From an optimization exercise on the open Yosys and OpenROAD flow, aimed at small area, a short achievable clock period and few clock cycles per item; shortcuts taken in it are not production practice.
In this exercise RTL edits were held to simulation tests only and were not proved equivalent to the original.
Power is estimated from default activity; no workload was simulated.

--- design.v ---
`timescale 1ns/1ps
module cache_top #(
  parameter int INDEX_WIDTH = 4
) (
  input  logic         clk,
  input  logic         reset_n,
  input  logic [31:0]  address,
  input  logic [31:0]  din,
  input  logic         rden,
  input  logic         wren,
  input  logic [63:0]  mq,
  output logic         hit_miss,
  output logic [31:0]  q,
  output logic         mrden,
  output logic [31:0]  mrdaddress,
  output logic         mwren,
  output logic [31:0]  mwraddress,
  output logic [63:0]  mdout
);
  localparam int TW = 32 - INDEX_WIDTH - 3;
  localparam int NS = 1 << INDEX_WIDTH;
  localparam int NE = NS * 4;
  logic [NS-1:0]           sdec;      
  logic [INDEX_WIDTH-1:0]  index;
  logic [TW-1:0]           atag;
  logic                    a2;
  logic                    wr;
  logic [31:0]             wdata;
  always_ff @(posedge clk) begin
    for (int s = 0; s < NS; s++) sdec[s] <= (address[3 +: INDEX_WIDTH] == INDEX_WIDTH'(s));
    index <= address[3 +: INDEX_WIDTH];
    atag  <= address[31 -: TW];
    a2    <= address[2];
    wr    <= wren;
    wdata <= din;
  end
  logic [NE-1:0][31:0]   lo;
  logic [NE-1:0][31:0]   hi;
  logic [NE-1:0][TW-1:0] tags;
  logic [NE-1:0]         valid;
  logic [NE-1:0]         dirty;
  logic [NS-1:0][5:0]    order;
  logic [3:0][31:0]   rlo;
  logic [3:0][31:0]   rhi;
  logic [3:0][TW-1:0] rtag;
  logic [3:0]         rvalid;
  logic [3:0]         rdirty;
  logic [5:0]         rorder;
  always_comb begin
    rlo    = '0;
    rhi    = '0;
    rtag   = '0;
    rvalid = '0;
    rdirty = '0;
    rorder = '0;
    for (int s = 0; s < NS; s++) begin
      for (int w = 0; w < 4; w++) begin
        rlo[w]    = rlo[w]    | ({32{sdec[s]}} & lo[s*4+w]);
        rhi[w]    = rhi[w]    | ({32{sdec[s]}} & hi[s*4+w]);
        rtag[w]   = rtag[w]   | ({TW{sdec[s]}} & tags[s*4+w]);
        rvalid[w] = rvalid[w] | (sdec[s] & valid[s*4+w]);
        rdirty[w] = rdirty[w] | (sdec[s] & dirty[s*4+w]);
      end
      rorder = rorder | ({6{sdec[s]}} & order[s]);
    end
  end
  logic [3:0]   way_match;
  logic         hit;
  logic [31:0]  hit_word;
  always_comb begin
    for (int w = 0; w < 4; w++) way_match[w] = rvalid[w] && (rtag[w] == atag);
  end
  assign hit = |way_match;
  always_comb begin
    hit_word = '0;
    for (int w = 0; w < 4; w++)
      hit_word = hit_word | ({32{way_match[w]}} & (a2 ? rhi[w] : rlo[w]));
  end
  logic [3:0]  lru_oh;
  logic [1:0]  victim_way;
  assign lru_oh[0] = !rorder[0] && !rorder[1] && !rorder[2];
  assign lru_oh[1] =  rorder[0] && !rorder[3] && !rorder[4];
  assign lru_oh[2] =  rorder[1] &&  rorder[3] && !rorder[5];
  assign lru_oh[3] =  rorder[2] &&  rorder[4] &&  rorder[5];
  always_comb begin
    if      (!rvalid[0]) victim_way = 2'd0;
    else if (!rvalid[1]) victim_way = 2'd1;
    else if (!rvalid[2]) victim_way = 2'd2;
    else if (!rvalid[3]) victim_way = 2'd3;
    else                 victim_way = {lru_oh[3] | lru_oh[2], lru_oh[3] | lru_oh[1]};
  end
  logic        lookup;      
  logic        mem;         
  logic        fill;        
  logic        upd;         
  logic [3:0]  upd_way;
  logic [1:0]  vway;        
  logic [3:0]  vway_oh;
  logic        accept;
  assign accept = !lookup && !mem && !fill;
  always_ff @(posedge clk or negedge reset_n) begin
    if (!reset_n) begin
      lookup   <= 1'b0;
      mem      <= 1'b0;
      fill     <= 1'b0;
      upd      <= 1'b0;
      hit_miss <= 1'b0;
      mrden    <= 1'b0;
      mwren    <= 1'b0;
    end else begin
      lookup   <= accept && (rden || wren);
      mem      <= lookup && !hit;
      fill     <= mem;
      upd      <= lookup && hit;
      hit_miss <= (lookup && hit) || fill;
      mrden    <= lookup && !hit;
      mwren    <= mem && rvalid[vway] && rdirty[vway];
    end
  end
  always_ff @(posedge clk) begin
    upd_way    <= way_match;
    vway       <= victim_way;
    q          <= fill ? (a2 ? mq[63:32] : mq[31:0]) : hit_word;
    mdout      <= {rhi[vway], rlo[vway]};
    mwraddress <= {rtag[vway], index, 3'b000};
  end
  always_comb begin
    for (int w = 0; w < 4; w++) vway_oh[w] = (vway == 2'(w));
  end
  assign mrdaddress = {atag, index, 3'b000};
  logic [3:0]   fill_w;     
  logic [3:0]   hwr_w;      
  logic [3:0]   touch_w;    
  logic [31:0]  wd_lo;
  logic [31:0]  wd_hi;
  always_comb begin
    for (int w = 0; w < 4; w++) begin
      fill_w[w]  = fill && vway_oh[w];
      hwr_w[w]   = upd && wr && upd_way[w];
      touch_w[w] = fill_w[w] || (upd && upd_way[w]);
    end
  end
  assign wd_lo = (fill && !(wr && !a2)) ? mq[31:0]  : wdata;
  assign wd_hi = (fill && !(wr &&  a2)) ? mq[63:32] : wdata;
  for (genvar s = 0; s < NS; s++) begin : g_set
    for (genvar w = 0; w < 4; w++) begin : g_way
      localparam int E = s * 4 + w;
      always_ff @(posedge clk) begin
        if (sdec[s] && (fill_w[w] || (hwr_w[w] && !a2))) lo[E] <= wd_lo;
        if (sdec[s] && (fill_w[w] || (hwr_w[w] &&  a2))) hi[E] <= wd_hi;
        if (sdec[s] && fill_w[w]) tags[E] <= atag;
        if (sdec[s] && (fill_w[w] || hwr_w[w])) dirty[E] <= wr;
      end
      always_ff @(posedge clk or negedge reset_n) begin
        if (!reset_n)                  valid[E] <= 1'b0;
        else if (sdec[s] && fill_w[w]) valid[E] <= 1'b1;
      end
    end
    always_ff @(posedge clk) begin
      if (sdec[s] && (touch_w[0] || touch_w[1])) order[s][0] <= touch_w[0];
      if (sdec[s] && (touch_w[0] || touch_w[2])) order[s][1] <= touch_w[0];
      if (sdec[s] && (touch_w[0] || touch_w[3])) order[s][2] <= touch_w[0];
      if (sdec[s] && (touch_w[1] || touch_w[2])) order[s][3] <= touch_w[1];
      if (sdec[s] && (touch_w[1] || touch_w[3])) order[s][4] <= touch_w[1];
      if (sdec[s] && (touch_w[2] || touch_w[3])) order[s][5] <= touch_w[2];
    end
  end
endmodule
--- run.sh ---
#!/bin/bash
# synth_recipe.tcl (not shown) runs the flow's synth.tcl, then flattens the netlist and writes it again
# the make line also repeats each setting of config.mk as NAME=value (left out here)
make -C /OpenROAD-flow-scripts/flow DESIGN_CONFIG=/design/flow/config.mk WORK_HOME=/design/flow/orfs CLKGATE_MAP_FILE= SYNTH_SCRIPT=/design/flow/synth_recipe.tcl finish
--- config.mk ---
export PLATFORM = sky130hd
export DESIGN_NAME = cache_top
export DESIGN_NICKNAME = cache_top
export VERILOG_FILES = /design/flow/design.v
export SDC_FILE = /design/flow/constraint.sdc
export NUM_CORES = 4
export LEC_CHECK = 0
export CAP_MARGIN = 20
export CORE_MARGIN = 2
export CORE_UTILIZATION = 55
export PLACE_DENSITY = 0.62
export SETUP_SLACK_MARGIN = 5
export SLEW_MARGIN = 20
export TNS_END_PERCENT = 10
--- constraint.sdc ---
create_clock -name core_clock -period 10.0 [get_ports {clk}]
set_input_delay 2.0000 -clock core_clock [delete_from_list [all_inputs] [get_ports {clk}]]
set_output_delay 2.0000 -clock core_clock [all_outputs]
set_load 0.01 [all_outputs]
==> metrics.cfg, run 1 <==
[sta]
setup_viol=0
worst_pin_slew_ns=1.25
report.final.slew_viol_count=0
layout_min_cycle_time_ns=5.07
hold_viol=0
fin_crit_sh=0.507
fin_tns_setup_ns=0
slew_headroom=0.162
max_freq_ghz=0.197
skew_ns=0.0545
rsz0062_at_grt=no
hold_ws_ns=0.356

[yosys]
ys.flop_type=edfxtp_1
ys_top_cells_by_area=edfxtp_1 79%, a22o_1 4.1%, a221oi_1 3.9%
synthArstFlopShare=0.0114
syn_area_um2=224000
yosys_warnings=1
yosysSeqAreaShare=0.812
avgSynthCellArea_um2=18.9
synth.largest_area_cell=edfxtp_1
yosysUniqueCellTypes=49
synth_top_area_frac=0.786
ys_ff_latch=6136
syn_inst=11900
synth-edff-count=5856

[outcome]
status=no timing/DRC/antenna violations

[cts]
numCtsBuffers=611
ctsRootBufferMaster=clkbuf_16
clk_pin_slew_ns=0.06
clock_path_buffers=4
clk_latency_ns=1.09
clock-sinks=6136
h-tree-depth=6
tritoncts=yes
ctsHoldBuffers=0

[setup_path]
crit_fanout=42
crit_slowest_cell=dfxtp_4
critPathBufInv=3
end_kind=register
r2r_setup_slack_ns=4.93
critPathTopFamily=buffers and inverters
crit_top_cell=buf_4
worstPathCellList=buf_4, buf_4, a22o_1, a221oi_1, and4_1, xnor2_1, nor2_1, and4_1, nand4_1, buf_4, and4bb_1, and2_1
required_ns=10.96
critical_path_class=register to register
start_kind=register
max_stage_delay_ns=0.87
crit_arrival_ns=6.04

[power_and_ir_drop]
p_leak_nw=80.0
max-vdd-ir-drop_uv=209
finalPower_mw=57.6
power_density_nw_per_um2=228

[place]
io_buffer_count=286
finalWeightedCongestion=0.897
hpwl_um=390000
post-place-cells=17200

[grt]
grt_max_degree=113
grt_pass1_wl_um=994000
grt_overflow=0
first_global_vias=124000
grtUsageTotal=0.346
antenna_found_initial=41

[floorplanning]
die_h_um=642
die_w_um=642
io_pins=295
dieArea_um2=412000
initial_core_util=0.552
rows=234
core-area_um2=406000

[final_layout]
final_cells=18300
seq_area_um2=182000
multi_input_area_um2=38300
area_growth_pct=13.0
fillers=28300
finalNetCount=12500
drive_above_1_share=0.132

[routing]
drt_pass1_iterations=7
ant_nets=0
wl_um=729000
viasPerCell=7.08
wire_per_inst_um=39.7
drc=0
num_vias=130000
drtIter0Drc=21400

[hold_path]
min_path_type=register to register

[flow_run]
maxCapViolations=0

==> path summary, 6_finish.rpt <==
path | from | endpoint | cells after the start
setup / recovery | sdec[2] | mrden | 12
min in group asynchronous | reset_n | valid[46] | 1
setup reg to reg | sdec[2] | mrden | 12
max in group asynchronous | reset_n | fill | 2
hold / removal | index[2] | mwraddress[5] | 0
hold reg to reg | index[2] | mwraddress[5] | 0
==> where the power goes <==
part           switching, mW  total (mW)  internal, mW
Sequential             0.520        30.2          29.7
Clock                   9.61        22.1          12.5
Combinational           3.85        5.29          1.44
==> layout make-up <==
| cell class | instances | share of cell area |
|---|---|---|
| diodes | 36 | 0.000356 |
| clock buffers | 824 | 0.0655 |
| clock inverters | 275 | 0.00996 |
| inverters | 44 | 0.000653 |
| multi-input cells | 4877 | 0.152 |
| flip-flops and latches | 6136 | 0.719 |
| well taps | 5428 | 0.0269 |
| repair buffers | 725 | 0.0258 |
==> flip-flops by register name, summed over array words and instances (netlist names), 2 cells and up <==
| signal | flops |
|---|---|
| wdata | 32 |
| index | 4 |
| sdec | 16 |
| lo | 2048 |
| dirty | 64 |
| upd_way | 4 |
| q | 32 |
| tags | 1600 |
| mdout | 64 |
| valid | 64 |
| mwraddress | 29 |
| hi | 2048 |
| atag | 25 |
| vway | 2 |
| order | 96 |
==> placed cells by master (no fill, tap or decap), types with 78 or more instances in the layout <==
cell type and n:
clkinv_2 79, nand3_1 207, and2_1 225, clkbuf_16 621, dfxtp_1 165, nand4_1 266
mux2_2 97, edfxtp_1 5856, nor2_1 194, nand2_1 120, mux4_2 78, clkinv_1 109
a22o_1 1040, and2_2 129, clkdlybuf4s50_1 285, buf_4 408, clkbuf_1 177, a221oi_1 1006
a22oi_1 944
==> through the flow <==
stage	cell area (um2)	setup WS, ns	util
after floorplan	224000	6.57	-
final	253000	4.93	0.623
after detailed placement	234000	4.96	0.576
after CTS	253000	5.03	0.623
after global placement	234000	4.97	0.576
after global routing	253000	5.02	0.623
==> synth_stat cells (70+ instances only) <==
cell type and number:
edfxtp_1 5856, a22o_1 1040, a221oi_1 1006, a22oi_1 944, and2_1 354, buf_2 325
nand4_1 266, clkbuf_1 251, dfxtp_1 210, nand3_1 207, nor2_1 200, buf_1 177
nand2_1 121, mux2_2 98, mux4_2 78, xnor2_1 76, dfrtp_1 70
==> kinds of logic after synthesis <==
kind of cell / share of synthesized area
flops: 0.812
compound gates: 0.117
simple gates: 0.0340
buf+inv: 0.0175
mux: 0.0153
xor+xnor: 0.00391
other cells: 0.0000168
==> routing by layer <==
metal  vias to the layer above  part of all wire  track usage
met2                      9461              0.46        0.531
met5                         -           0.00020            0
met1                     67800              0.37        0.478
met3                      1416              0.13       0.0829
met4                        18             0.049        0.148
li1                      51200                 -            -
==> timing repair <==
action	CTS	global route
endpoints found under the setup margin	2	18
resized for setup	3	1
setup buffers	0	1
Testbench counts, summed over its fixed seeds: cycles 35,894, requests 12,000.
==> run 2, diff against run 1 <==
==> flow/run.sh (new file) <==
#!/bin/bash
set -euo pipefail
bash standard.sh SETUP_SLACK_MARGIN=7 TNS_END_PERCENT=10 finish > standard_flow.log 2>&1
==> standard.sh (new file) <==
#!/bin/bash
# synth_recipe.tcl (not shown) runs the flow's synth.tcl, then flattens the netlist and writes it again
# the make line also repeats each setting of config.mk as NAME=value (left out here)
make -C /OpenROAD-flow-scripts/flow DESIGN_CONFIG=/design/flow/config.mk WORK_HOME=/design/flow/orfs CLKGATE_MAP_FILE= SYNTH_SCRIPT=/design/flow/synth_recipe.tcl "${@:-finish}"
--- a/config.mk
+++ b/config.mk
@@ -11,4 +11,2 @@
 export PLACE_DENSITY = 0.62
-export SETUP_SLACK_MARGIN = 5
 export SLEW_MARGIN = 20
-export TNS_END_PERCENT = 10
removed: run.sh
==> metrics.cfg, run 2 <==
[outcome]
status=no timing/DRC/antenna violations

[final_layout]
final_area_um2=263000  ; +4.1%
finalNetCount=13000  ; +3.7%
drive_above_1_share=0.197  ; +0.0649
area_growth_pct=17.7
post-route-util=0.649  ; +0.0258
mostFrequentLayoutCells=5856 x edfxtp_1, 1040 x a22o_1, 970 x a221oi_1
final_cells=18800  ; +2.7%
final_common_cell=edfxtp_1
reg.largest.list=hi: 2048 flops, lo: 2048 flops, tags: 1600 flops

[yosys]
yosysSeqAreaShare=0.812  ; unchanged
synthArstFlopShare=0.0114  ; unchanged
ys.flop_type=edfxtp_1
synth_top_area_frac=0.786  ; unchanged
ys_ff_latch=6136  ; unchanged
syn_inst=11900  ; unchanged
syn_area_um2=224000  ; unchanged
yosysUniqueCellTypes=49  ; unchanged
ys_top_cells_by_area=edfxtp_1 79%, a22o_1 4.1%, a221oi_1 3.9%
avgSynthCellArea_um2=18.9  ; unchanged
synth.most_common_cell=edfxtp_1
synth_commonest_cells=5856 x edfxtp_1, 1040 x a22o_1, 1006 x a221oi_1, 944 x a22oi_1, 354 x and2_1
synth-edff-count=5856  ; unchanged
synth.largest_area_cell=edfxtp_1
yosys_warnings=1  ; unchanged

[hold_path]
min_path_type=register to register

[power_and_ir_drop]
max-vdd-ir-drop_uv=199  ; -4.8%
finalPower_mw=59.2  ; +2.6%
power_density_nw_per_um2=225  ; -1.4%
p_leak_nw=85.2  ; +6.5%

[cts]
clock_path_buffers=4  ; unchanged
clock-sinks=6136  ; unchanged
ctsHoldBuffers=0  ; unchanged
clk_pin_slew_ns=0.06  ; about the same
h-tree-depth=6  ; unchanged
clk_latency_ns=1.12  ; +0.03 ns
numCtsBuffers=607  ; -0.65%
ctsRootBufferMaster=clkbuf_16
tritoncts=yes

[setup_path]
crit_fanout=1  ; -98%
crit_arrival_ns=1.86  ; -4.18 ns
critPathTopFamily=flip-flops
max_stage_delay_ns=0.59  ; -0.28 ns
critPathBufInv=1  ; -2
start_kind=register
end_kind=output pin
crit_slowest_cell=dfrtp_4
worstPathCellList=buf_6
required_ns=8.00  ; -2.96 ns
critical_path_class=register to output pin

[sta]
skew_ns=0.0567  ; +0.00211 ns
report.final.slew_viol_count=0  ; unchanged
setup_viol=0  ; unchanged
fin_crit_sh=0.386  ; -0.122
fin_tns_setup_ns=0  ; unchanged
hold_viol=0  ; unchanged
hold_ws_ns=0.360  ; +0.00356 ns
rsz0062_at_grt=yes
final.setup.worst_slack_ns=6.14  ; +1.22 ns
max_freq_ghz=0.259  ; +32%
layout_min_cycle_time_ns=3.86  ; -1.22 ns
worst_pin_slew_ns=1.04  ; -0.210 ns
slew_headroom=0.302  ; +0.141

[floorplanning]
core-area_um2=406000  ; unchanged
dieArea_um2=412000  ; unchanged
initial_core_util=0.552  ; unchanged
die_w_um=642  ; unchanged
rows=234  ; unchanged
die_h_um=642  ; unchanged
io_pins=295  ; unchanged

[place]
place_area_um2=234000  ; about the same
post-place-cells=17200  ; -0.041%
pre_cts_slack_ns=4.70  ; -0.264 ns
finalWeightedCongestion=0.910  ; +1.5%
io_buffer_count=286  ; unchanged
hpwl_um=391000  ; +0.28%

[routing]
drtIter0Drc=23900  ; +12%
viasPerCell=7.22  ; +2.0%
wire_per_inst_um=43.1  ; +8.5%
drt_pass1_iterations=6  ; -1
drc=0  ; unchanged
wl_um=812000  ; +11%
num_vias=136000  ; +4.7%
ant_nets=0  ; unchanged

[grt]
first_global_vias=128000  ; +3.1%
grt_overflow=0  ; unchanged
grt_pass1_wl_um=1090000  ; +9.3%
grt_max_degree=166  ; +47%
grtUsageTotal=0.386  ; +0.0403
antenna_found_initial=63  ; +54%

[flow_run]
maxCapViolations=0  ; unchanged

[run 2: layout make-up]
class,count,area (um2)
Sequential cell,6136,182000
Fill cell,27200,142000
Multi-Input combinational cell,4879,39400
Clock buffer,762,16200
Timing Repair Buffer,1187,15000
Tap cell,5428,6790
Clock inverter,349,3410
Inverter,44,169
Antenna cell,48,120
Timing Repair inverter,1,7.51
[run 2: report_power, final]
part / switching, mW / internal [mW]
registers: 0.505 / 29.8
logic: 4.26 / 1.81
clock network: 9.81 / 13.0
[run 2: worst paths after layout]
path | slack (ns) | endpoint | start | depth (start not counted)
worst max-delay path | 6.14 | hit_miss | hit_miss | 1
worst min-delay path | 0.36 | mwraddress[4] | index[1] | 0
worst max register to register | 6.33 | q[11] | sdec[9] | 16
worst min register to register | 0.36 | mwraddress[4] | index[1] | 0
max in group asynchronous | 7.95 | mwren | reset_n | 2
min in group asynchronous | 0.84 | valid[7] | reset_n | 1
[run 2: timing repair]
| action | in CTS | in global routing |
|---|---|---|
| pin swaps | 190 | 1 |
| gates resized for setup | 1530 | 30 |
| setup buffers | 370 | 2 |
| endpoints found under the setup margin | 10200 | 6990 |
| gates cloned | 101 | 0 |
[run 2: logic make-up after synthesis]
logic type      after synthesis  share of synthesized area
other cells                   1                  0.0000168
flops                      6136                      0.812
simple gates               1360                     0.0340
buf+inv                     847                     0.0175
xor+xnor                    100                    0.00391
mux                         233                     0.0153
compound gates             3178                      0.117
[run 2: per-layer routing]
metal	part of all wire	track usage	vias to the layer above
met4	0.063	0.196	44
met5	0.00058	0	-
met3	0.15	0.133	2055
met1	0.35	0.514	70500
li1	-	-	52200
met2	0.44	0.569	11200

==> static timing again, ports no longer ideal <==
How much do the figures lean on ideal ports? The routed layouts below were timed once more, with nothing changed but the port constraints. Step 1, drivers: a clkbuf_16 drives clk and a buf_2 each remaining input, both assumed. Step 2 times the ports against the registers' clock, not the clock port: input delays grow and output delays shrink by t, the midpoint of the rising clock arrivals with the driver on. a / b / c = ideal ports / drivers / drivers and shift; a / b = the first two.
| run | t (ns) | setup WS [ns] | hold slack, ns | worst setup path at the end |
|---|---|---|---|---|
| run 1 | 1.183 | 4.925 / 4.925 / 4.925 | 0.356 / 0.356 / 0.356 | register to register |
| run 2 | 1.237 | 6.144 / 6.007 / 6.065 | 0.360 / 0.360 / 0.360 | input to register |
After both steps setup and hold are still met in every run listed. For run 2, which loses most, drivers alone change the setup slack by -0.137 ns; drivers and shift together by -0.079 ns.
